From an optimization exercise on the open Yosys and OpenROAD flow, aimed at small area, a short achievable clock period and few clock cycles; shortcuts taken in it are not production practice. Function was checked by simulation only, so behaviour that the tests miss may differ from the original. Power and IR drop assume default switching activity.

### flow/run.sh
#!/bin/bash
# synth_recipe.tcl (not shown) runs the flow's synth.tcl, then flattens the netlist and writes it again
# the make line also repeats each setting of config.mk as NAME=value (left out here)
make -C /OpenROAD-flow-scripts/flow DESIGN_CONFIG=/design/flow/config.mk WORK_HOME=/design/flow/orfs CLKGATE_MAP_FILE= SYNTH_SCRIPT=/design/flow/synth_recipe.tcl finish
### flow/config.mk
export PLATFORM = sky130hd
export DESIGN_NAME = sd_dma_top
export DESIGN_NICKNAME = sd_dma_top
export VERILOG_FILES = /design/flow/design.v
export SDC_FILE = /design/flow/constraint.sdc
export NUM_CORES = 4
export LEC_CHECK = 0
export CAP_MARGIN = 20
export CORE_MARGIN = 2
export CORE_UTILIZATION = 40
export SETUP_SLACK_MARGIN = 0.3
export SLEW_MARGIN = 20
### flow/constraint.sdc
create_clock -name core_clock -period 8.0 [get_ports {clk}]
set_input_delay 1.6000 -clock core_clock [delete_from_list [all_inputs] [get_ports {clk}]]
set_output_delay 1.6000 -clock core_clock [all_outputs]
set_load 0.01 [all_outputs]
### flow/design.v
`default_nettype none
package sd_dma_pkg;
	localparam int DMA_ADDR_W  = 21;                    
	localparam int BLOCK_BYTES = 512;                   
	localparam int FIFO_AW     = $clog2(BLOCK_BYTES);   
	typedef logic [7:0]            byte_t;       
	typedef logic [DMA_ADDR_W-1:0] dma_addr_t;   
	typedef logic [FIFO_AW:0]      fifo_ptr_t;   
	typedef logic [1:0]            regsel_t;     
	localparam regsel_t REG_HAD = 2'd0;   
	localparam regsel_t REG_MAD = 2'd1;   
	localparam regsel_t REG_LAD = 2'd2;   
	localparam regsel_t REG_CST = 2'd3;   
	localparam int CST_RUN_BIT = 7;   
	localparam int CST_SNR_BIT = 0;   
	typedef enum logic [2:0] {
		SD_IDLE,
		SD_READ_WAIT,    
		SD_READ_STB,     
		SD_WRITE_WAIT,   
		SD_WRITE_STB     
	} sd_state_t;
	typedef enum logic [2:0] {
		DMA_IDLE,
		DMA_PUT_WAIT,   
		DMA_PUT_RUN,    
		DMA_GET_WAIT,   
		DMA_GET_RUN     
	} dma_state_t;
	typedef struct packed {
		logic go;    
		logic snr;   
	} xfer_ctrl_t;
	typedef struct packed {
		logic wdone;   
		logic rdone;   
		logic empty;   
	} fifo_stat_t;
endpackage
`default_nettype wire
`timescale 1ns/1ps
`default_nettype none
module fifo512_oneshot
(
	input  logic       clk,
	input  logic       rst_n,
	input  logic       init,     
	input  logic       wr_stb,   
	input  logic       rd_stb,   
	input  sd_dma_pkg::byte_t      wd,
	output sd_dma_pkg::byte_t      rd,       
	output sd_dma_pkg::fifo_stat_t stat
);
	sd_dma_pkg::byte_t     mem [sd_dma_pkg::BLOCK_BYTES];   
	sd_dma_pkg::fifo_ptr_t wptr;
	sd_dma_pkg::fifo_ptr_t rptr;
	always_ff @(posedge clk or negedge rst_n)
	begin
		if (!rst_n)
		begin
			wptr <= '0;
			rptr <= '0;
		end
		else
		begin
			if (init)
				wptr <= '0;
			else if (wr_stb)
				wptr <= wptr + 1'b1;
			if (init)
				rptr <= '0;
			else if (rd_stb)
				rptr <= rptr + 1'b1;
		end
	end
	always_ff @(posedge clk)
	begin
		if (wr_stb)
			mem[wptr[sd_dma_pkg::FIFO_AW-1:0]] <= wd;
	end
	assign rd = mem[rptr[sd_dma_pkg::FIFO_AW-1:0]];   
	assign stat.wdone = wptr[sd_dma_pkg::FIFO_AW];   
	assign stat.rdone = rptr[sd_dma_pkg::FIFO_AW];
	assign stat.empty = (wptr == rptr);
endmodule
`default_nettype wire
`timescale 1ns/1ps
`default_nettype none
module sd_xfer_fsm
(
	input  logic       clk,
	input  logic       rst_n,
	input  sd_dma_pkg::xfer_ctrl_t xfer_ctrl,
	input  sd_dma_pkg::fifo_stat_t fifo_stat,
	input  logic       sd_rdy,
	output logic       sd_start,
	output logic       sd_override,
	output logic       fifo_wr_stb,
	output logic       fifo_rd_stb,
	output logic       sd_idle
);
	sd_dma_pkg::sd_state_t state;
	sd_dma_pkg::sd_state_t next_state;
	always_ff @(posedge clk or negedge rst_n)
	begin
		if (!rst_n)
			state <= sd_dma_pkg::SD_IDLE;
		else
			state <= next_state;
	end
	always_comb
	begin
		next_state = state;   
		case (state)
		sd_dma_pkg::SD_IDLE:
		begin
			if (xfer_ctrl.go)
				next_state = xfer_ctrl.snr ? sd_dma_pkg::SD_WRITE_WAIT : sd_dma_pkg::SD_READ_WAIT;
		end
		sd_dma_pkg::SD_READ_WAIT:
		begin
			if (fifo_stat.wdone)
				next_state = sd_dma_pkg::SD_IDLE;        
			else if (sd_rdy)
				next_state = sd_dma_pkg::SD_READ_STB;    
		end
		sd_dma_pkg::SD_READ_STB:
		begin
			next_state = sd_dma_pkg::SD_READ_WAIT;
		end
		sd_dma_pkg::SD_WRITE_WAIT:
		begin
			if (fifo_stat.rdone)
				next_state = sd_dma_pkg::SD_IDLE;        
			else if (sd_rdy && !fifo_stat.empty)
				next_state = sd_dma_pkg::SD_WRITE_STB;   
		end
		sd_dma_pkg::SD_WRITE_STB:
		begin
			next_state = sd_dma_pkg::SD_WRITE_WAIT;
		end
		default:
		begin
			next_state = sd_dma_pkg::SD_IDLE;
		end
		endcase
	end
	assign sd_idle     = (state == sd_dma_pkg::SD_IDLE);
	assign sd_override = !sd_idle;   
	assign sd_start    = (state == sd_dma_pkg::SD_READ_STB) || (state == sd_dma_pkg::SD_WRITE_STB);
	assign fifo_wr_stb = (state == sd_dma_pkg::SD_READ_STB);    
	assign fifo_rd_stb = (state == sd_dma_pkg::SD_WRITE_STB);   
endmodule
`default_nettype wire
`timescale 1ns/1ps
`default_nettype none
module dma_xfer_fsm
(
	input  logic       clk,
	input  logic       rst_n,
	input  sd_dma_pkg::xfer_ctrl_t xfer_ctrl,
	input  sd_dma_pkg::fifo_stat_t fifo_stat,
	input  logic       dma_ack,
	input  logic       dma_end,
	output logic       dma_req,
	output logic       dma_rnw,
	output logic       fifo_wr_stb,
	output logic       fifo_rd_stb,
	output logic       dma_idle
);
	sd_dma_pkg::dma_state_t state;
	sd_dma_pkg::dma_state_t next_state;
	always_ff @(posedge clk or negedge rst_n)
	begin
		if (!rst_n)
			state <= sd_dma_pkg::DMA_IDLE;
		else
			state <= next_state;
	end
	always_comb
	begin
		next_state = state;
		case (state)
		sd_dma_pkg::DMA_IDLE:
		begin
			if (xfer_ctrl.go)
				next_state = xfer_ctrl.snr ? sd_dma_pkg::DMA_GET_WAIT : sd_dma_pkg::DMA_PUT_WAIT;
		end
		sd_dma_pkg::DMA_PUT_WAIT:
		begin
			if (fifo_stat.rdone)
				next_state = sd_dma_pkg::DMA_IDLE;       
			else if (!fifo_stat.empty)
				next_state = sd_dma_pkg::DMA_PUT_RUN;    
		end
		sd_dma_pkg::DMA_PUT_RUN:
		begin
			if (dma_ack)
				next_state = sd_dma_pkg::DMA_PUT_WAIT;   
		end
		sd_dma_pkg::DMA_GET_WAIT:
		begin
			if (fifo_stat.wdone)
				next_state = sd_dma_pkg::DMA_IDLE;       
			else if (dma_ack)
				next_state = sd_dma_pkg::DMA_GET_RUN;
		end
		sd_dma_pkg::DMA_GET_RUN:
		begin
			if (dma_end)
				next_state = sd_dma_pkg::DMA_GET_WAIT;   
		end
		default:
		begin
			next_state = sd_dma_pkg::DMA_IDLE;
		end
		endcase
	end
	assign dma_idle    = (state == sd_dma_pkg::DMA_IDLE);
	assign dma_rnw     = (state == sd_dma_pkg::DMA_GET_WAIT) || (state == sd_dma_pkg::DMA_GET_RUN);   
	assign dma_req     = (state == sd_dma_pkg::DMA_PUT_RUN)
	                   || ((state == sd_dma_pkg::DMA_GET_WAIT) && !fifo_stat.wdone);      
	assign fifo_rd_stb = (state == sd_dma_pkg::DMA_PUT_RUN) && dma_ack;   
	assign fifo_wr_stb = (state == sd_dma_pkg::DMA_GET_RUN) && dma_end;   
endmodule
`default_nettype wire
`timescale 1ns/1ps
`default_nettype none
module sd_dma_regs
(
	input  logic       clk,
	input  logic       rst_n,
	input  sd_dma_pkg::byte_t      din,
	output sd_dma_pkg::byte_t      dout,
	input  logic       module_select,
	input  logic       write_strobe,
	input  sd_dma_pkg::regsel_t    regsel,
	input  logic       dma_ack,
	input  logic       sd_idle,
	input  logic       dma_idle,
	input  sd_dma_pkg::fifo_stat_t fifo_stat,
	output sd_dma_pkg::dma_addr_t  dma_addr,
	output sd_dma_pkg::xfer_ctrl_t xfer_ctrl,
	output logic       fifo_init
);
	logic cst_run;    
	logic cst_snr;    
	logic port_wr;
	logic cst_wr;
	logic start;
	logic finish;
	assign port_wr = module_select && write_strobe;
	assign cst_wr  = port_wr && (regsel == sd_dma_pkg::REG_CST);
	assign start   = cst_wr && din[sd_dma_pkg::CST_RUN_BIT];
	assign finish  = cst_run && !fifo_init && fifo_stat.rdone && sd_idle && dma_idle;
	assign xfer_ctrl.go  = fifo_init;   
	assign xfer_ctrl.snr = cst_snr;
	always_ff @(posedge clk or negedge rst_n)
	begin
		if (!rst_n)
		begin
			cst_run   <= 1'b0;
			cst_snr   <= 1'b0;   
			fifo_init <= 1'b0;
		end
		else
		begin
			fifo_init <= start;   
			if (cst_wr)
			begin
				cst_run <= din[sd_dma_pkg::CST_RUN_BIT];
				cst_snr <= din[sd_dma_pkg::CST_SNR_BIT];   
			end
			else if (finish)
				cst_run <= 1'b0;   
		end
	end
	always_ff @(posedge clk or negedge rst_n)
	begin
		if (!rst_n)
			dma_addr <= '0;
		else if (dma_ack && cst_run)
			dma_addr <= dma_addr + 1'b1;   
		else if (port_wr && (regsel == sd_dma_pkg::REG_HAD))
			dma_addr[sd_dma_pkg::DMA_ADDR_W-1:16] <= din[sd_dma_pkg::DMA_ADDR_W-17:0];   
		else if (port_wr && (regsel == sd_dma_pkg::REG_MAD))
			dma_addr[15:8] <= din;
		else if (port_wr && (regsel == sd_dma_pkg::REG_LAD))
			dma_addr[7:0] <= din;
	end
	always_comb
	begin
		dout = '0;
		case (regsel)
		sd_dma_pkg::REG_HAD: dout = sd_dma_pkg::byte_t'(dma_addr[sd_dma_pkg::DMA_ADDR_W-1:16]);
		sd_dma_pkg::REG_MAD: dout = dma_addr[15:8];
		sd_dma_pkg::REG_LAD: dout = dma_addr[7:0];
		sd_dma_pkg::REG_CST:
		begin
			dout[sd_dma_pkg::CST_RUN_BIT] = cst_run;
			dout[sd_dma_pkg::CST_SNR_BIT] = cst_snr;
		end
		endcase
	end
endmodule
`default_nettype wire
`timescale 1ns/1ps
`default_nettype none
module sd_dma_top
(
	input  logic      clk,
	input  logic      rst_n,
	output logic      sd_start,
	input  logic      sd_rdy,
	input  sd_dma_pkg::byte_t     sd_receiveddata,
	output sd_dma_pkg::byte_t     sd_datatosend,
	output logic      sd_override,       
	input  sd_dma_pkg::byte_t     din,
	output sd_dma_pkg::byte_t     dout,
	input  logic      module_select,
	input  logic      write_strobe,
	input  sd_dma_pkg::regsel_t   regsel,
	output sd_dma_pkg::dma_addr_t dma_addr,
	output sd_dma_pkg::byte_t     dma_wd,
	input  sd_dma_pkg::byte_t     dma_rd,
	output logic      dma_rnw,
	output logic      dma_req,
	input  logic      dma_ack,
	input  logic      dma_end
);
	sd_dma_pkg::xfer_ctrl_t xfer_ctrl;     
	sd_dma_pkg::fifo_stat_t fifo_stat;
	logic       fifo_init;
	logic       sd_idle;
	logic       dma_idle;
	logic       sd_wr_stb;     
	logic       sd_rd_stb;     
	logic       dma_wr_stb;    
	logic       dma_rd_stb;    
	logic       fifo_wr_stb;
	logic       fifo_rd_stb;
	sd_dma_pkg::byte_t      fifo_wd;
	sd_dma_pkg::byte_t      fifo_rd;
	assign fifo_wr_stb   = sd_wr_stb | dma_wr_stb;   
	assign fifo_rd_stb   = sd_rd_stb | dma_rd_stb;
	assign fifo_wd       = xfer_ctrl.snr ? dma_rd  : sd_receiveddata;
	assign sd_datatosend = xfer_ctrl.snr ? fifo_rd : 8'hff;   
	assign dma_wd        = fifo_rd;                           
	sd_dma_regs u_regs (
		.clk           (clk),
		.rst_n         (rst_n),
		.din           (din),
		.dout          (dout),
		.module_select (module_select),
		.write_strobe  (write_strobe),
		.regsel        (regsel),
		.dma_ack       (dma_ack),
		.sd_idle       (sd_idle),
		.dma_idle      (dma_idle),
		.fifo_stat     (fifo_stat),
		.dma_addr      (dma_addr),
		.xfer_ctrl     (xfer_ctrl),
		.fifo_init     (fifo_init)
	);
	fifo512_oneshot u_fifo (
		.clk    (clk),
		.rst_n  (rst_n),
		.init   (fifo_init),
		.wr_stb (fifo_wr_stb),
		.rd_stb (fifo_rd_stb),
		.wd     (fifo_wd),
		.rd     (fifo_rd),
		.stat   (fifo_stat)
	);
	sd_xfer_fsm u_sd_fsm (
		.clk         (clk),
		.rst_n       (rst_n),
		.xfer_ctrl   (xfer_ctrl),
		.fifo_stat   (fifo_stat),
		.sd_rdy      (sd_rdy),
		.sd_start    (sd_start),
		.sd_override (sd_override),
		.fifo_wr_stb (sd_wr_stb),
		.fifo_rd_stb (sd_rd_stb),
		.sd_idle     (sd_idle)
	);
	dma_xfer_fsm u_dma_fsm (
		.clk         (clk),
		.rst_n       (rst_n),
		.xfer_ctrl   (xfer_ctrl),
		.fifo_stat   (fifo_stat),
		.dma_ack     (dma_ack),
		.dma_end     (dma_end),
		.dma_req     (dma_req),
		.dma_rnw     (dma_rnw),
		.fifo_wr_stb (dma_wr_stb),
		.fifo_rd_stb (dma_rd_stb),
		.dma_idle    (dma_idle)
	);
endmodule
`default_nettype wire
==> impl_results.md <==
- Total power: 61.0 mW
- Worst EP required: approximately 6.4 ns
- Seq pwr share: 0.410
- Vias in the first global route: 81,800
- Actual slew at the worst max-slew pin: 1.25 ns
- Htree depth: 5
- Area Overhead vs Synth: 13.3%
- Int Pwr: 42.0 mW
- Share of async-settable or async-resettable flops after synthesis: 0.0121
- Final min period: 7.66 ns
- R2r endpoint: u_fifo.mem[175][7]
- Cells after Synth: 7,797
- Fin crit share: 0.958
- Final hold violations: 0
- Starting Density: 0.402
- Final Skew: 0.0509 ns
- Clk sink count: 4,146
- Min Hold Slack: 0.574 ns
- Die width: 640 um
- Avg Cell Area, Syn: between 20 and 25 um^2
- R2r setup slk: 3.71 ns
- Initial DRT Pass Iterations: 6
- Synthesized net count: 7,836
- Most used cell, CP: buf_4
- Detail Placement HPWL: between 200,000 and 300,000 um
- Wire length per cell: approximately 34 um
- Power per cell area: 333 nW/um^2
- Reg2Reg Launch Point: u_dma_fsm.state[0]
- Hold endpoint: u_regs.cst_run
- Vias per cell: roughly 6
- Overall Global Routing Usage: 0.223
- Core ar.: 403,000 um^2
- Reg2Reg Depth: 8
- Class of the most critical setup path: reg -> out
- Arrival time worst endpoint: 6.06 ns
- Later-pin clock latency in the skew report: between 0.9 and 1 ns
- Placement-stage worst setup slack: 0.634 ns
- Status: no timing/DRC/antenna violations
- Layout Nets: 8,123
- Clock-pin slew on the worst setup and hold paths: 0.06 ns
- CTS Buffer Depth: 4
- Post-Syn Area: 162,000 um^2
- Register bit total from synthesis: 4,146
- Pins Over Slew Limit: 0
- Crit-path slowest cell: a211oi_1
- Switch share: 0.311
- Yosys top cell by area: edfxtp_1
- Worst vdd ir: 0.234 mV
- Final Routed Wirelength: between 400,000 and 500,000 um
- Crit-path cells: buf_16 -> nor2_4 -> buf_4 -> buf_4 -> a22o_1 -> a211oi_1 -> a211oi_1 -> nor4_1 -> buf_4 -> a32oi_1 -> buf_4 -> nand2b_1 -> clkdlybuf4s50_1
- Synth top area share: 0.760
- Largest cells by area after synthesis: edfxtp_1 (76%), mux4_2 (13%), mux2i_1 (2.5%), nor2_1 (1.4%), dfrtp_1 (0.77%)
- CP Launch Type: flop
- Initial DRC count: 12,100
- CTS root buffer: clkbuf_16
- GP Congestion: 0.850
- Die footprint: around 400,000 um^2
- Max_cap viols: 0
- Endpoints failing setup: 0
- Ports: 82
- Fmax: 131 MHz
- Leakage: 55.9 nW
- EDFF count, synth: 4,096
- Max-slew headroom at the worst pin: 0.169
- Clock network power share: 0.312
- Initial antenna violation count: 24
- Fin worst setup slack: 0.340 ns
- RSZ-0062 raised after global routing: no
- Ys Warns: 4
- Hold path cells: 1
- Vias: 83,400
- Logic gate share of total power: 0.277
- Synth unique cells: 76
- Number of port buffers: between 80 and 90
- Top_reg_cell synth: edfxtp_1
- Post-route setup TNS: 0 ns
- Crit end category: output pin
- CTS tree: built
- DIE HEIGHT: ~640 um
- Drc violations: 0
- Net Sw Power: 19.0 mW
- Min-delay worst type: reg -> reg
- CP peak stage delay: 0.80 ns
- Layout cells sized above 1: 0.222
- Congestion Overflow GR: 0
- Row cnt: 233
- Worst-path fanout max: 15
- Post-CTS Hold Fix Bufs: 0
- Cts bufs inserted: 422
- Hold Path Origin: u_regs.cst_run
- Largest net degree at the start of global routing: about 190
- Seq/Total Area, Yosys: 0.768
- Global-route wire length before repair: approximately 650,000 um
- DRT antenna net count: 0
through the flow:
| step | instance area [um^2] | utilization | instances |
|---|---|---|---|
| floorplan | 162000 | - | 7797 |
| global placement | 170000 | 0.422 | 13100 |
| detailed placement | 170000 | 0.422 | 13100 |
| CTS | 183000 | 0.455 | 13800 |
| global route | 183000 | 0.455 | 13800 |
| finish | 183000 | 0.455 | 13800 |
metal layers:
metal | up-vias | share of wire | track usage
met5 | - | 0.00018 | 0
met4 | 12 | 0.036 | 0.0747
met3 | 761 | 0.11 | 0.0541
li1 | 33100 | - | -
met1 | 44800 | 0.39 | 0.310
met2 | 4744 | 0.46 | 0.344
worst max path at each step:
stage	endpoint	start	cells after the start	slack (ns)
5_1_grt	sd_datatosend[3]	u_fifo.rptr[4]	11	0.33
3_3_place_gp	sd_datatosend[0]	u_fifo.rptr[0]	11	0.58
2_1_floorplan	u_fifo.mem[0][0]	dma_rd[0]	1	1.94
6_report	sd_datatosend[1]	u_fifo.rptr[2]	13	0.34
3_5_place_dp	sd_datatosend[0]	u_fifo.rptr[0]	11	0.63
4_1_cts	sd_datatosend[0]	u_fifo.rptr[1]	12	0.29
worst max-delay path, delay by kind of cell, from the launching register on:
kind / cells / cell delay, ns
AO/OA/AOI/OAI: 4 / 1.57
buffers and inverters: 6 / 2.04
AND/OR/NAND/NOR: 3 / 0.71
flip-flops: 1 / 0.67
sequential cells by signal, summed over array words and instances, names as in the netlist:
signal / cells
u_fifo.mem: 4096
u_regs.dma_addr: 21
u_fifo.rptr: 10
u_fifo.wptr: 10
u_dma_fsm.state: 3
u_sd_fsm.state: 3
u_regs.cst_run: 1
u_regs.cst_snr: 1
u_regs.fifo_init: 1
what timing repair did:
item | in CTS | in global routing
setup endpoints to repair | 16 | 4
setup buffers | 11 | 1
gates resized for setup | 8 | 2
pin swaps | 0 | 0
cell usage after synthesis, types with 10 or more instances:
cell type / n
edfxtp_1: 4096
mux4_2: 909
nor2_1: 620
mux2i_1: 402
clkbuf_1: 229
a22oi_1: 165
nand2_1: 145
buf_2: 136
a21oi_1: 115
o22ai_1: 90
o21ai_0: 82
buf_6: 65
nand3_1: 60
dfrtp_1: 50
a211oi_1: 48
a221oi_1: 47
a22o_1: 45
buf_4: 36
a31oi_1: 35
mux2_2: 35
nor3_1: 34
o221ai_1: 29
buf_1: 27
nor2b_1: 26
nand2b_1: 21
nand4_1: 19
xor2_1: 17
o211ai_1: 14
and3_1: 13
a211o_1: 12
inv_1: 12
nor4_1: 11
xnor2_1: 11
and2_1: 10
placed cells by master, fill, tap and decap left out, types with 12 or more instances in the layout:
master              n
a31oi_1            35
o21ai_0            82
o221ai_1           29
nand2b_1           18
nand3_1            47
a22o_1             45
xor2_1             17
nor2_1            614
mux2i_1           402
mux2_2             27
bufinv_16          29
buf_12             65
a211o_1            12
buf_4             209
a211oi_1           47
and3_1             13
clkbuf_1           84
nor2b_1            18
o22ai_1            90
clkinv_1          109
mux4_2            909
nor3_1             32
nand4_1            19
edfxtp_1         4096
o211ai_1           14
nand3_4            12
a21oi_1           115
clkdlybuf4s50_1    80
clkinv_2           90
a221oi_1           47
clkbuf_16         429
a22oi_1           165
nand2_1           144
dfrtp_1            42
layout make-up:
type | instances | area (um^2)
clock buffers | 513 | 11100
fillers | 33400 | 219000
diodes | 9 | 22.5
inverters | 12 | 45.0
flip-flops and latches | 4146 | 124000
repair buffers | 358 | 3730
clock inverters | 261 | 2130
well taps | 5405 | 6760
multi-input cells | 3144 | 35300
cells by family after synthesis:
| kind of cell | Yosys count | share of synthesized area |
|---|---|---|
| AO/OA/AOI/OAI | 760 | 0.0329 |
| XOR/XNOR | 28 | 0.00152 |
| adder cells (fa/ha/maj) | 6 | 0.000464 |
| buffers and inverters | 507 | 0.0168 |
| flip-flops | 4146 | 0.768 |
| multiplexers | 1346 | 0.154 |
| AND/OR/NAND/NOR | 1004 | 0.0266 |
power groups by stage:
| stage | combinational, mW | clock (mW) | sequential, mW |
|---|---|---|---|
| 2_1_floorplan | 10.2 | 0 | 25.5 |
| 3_3_place_gp | 16.4 | 0 | 25.6 |
| 3_5_place_dp | 16.5 | 0 | 25.6 |
| 4_1_cts | 16.8 | 19.2 | 25.0 |
| 5_1_grt | 17.5 | 20.1 | 25.0 |
| 6_report | 16.9 | 19.0 | 25.0 |
Testbench counts, summed over its fixed seeds: cycles 160,141.

==> re-timing with driven ports <==
How much do the figures lean on ideal ports? The routed layout below was timed once more, with nothing changed but the port constraints. Step 1, drivers: a clkbuf_16 drives clk and a buf_2 each remaining input, both assumed. Step 2 also shifts input and output timing later by t, the mid clock arrival at the registers, as if the neighbouring blocks saw the same clock. Slacks: ideal / step 1 / step 2; pairs: ideal / step 1.
t (ns): 1.070
slack for setup (ns): 0.340 / 0.230 / 1.299
latest minus earliest clock arrival (ns): 0.053 / 0.053
After both steps setup and hold are still met in this run. The setup slack of this run moves by -0.110 ns with the drivers and by +0.959 ns with both steps.
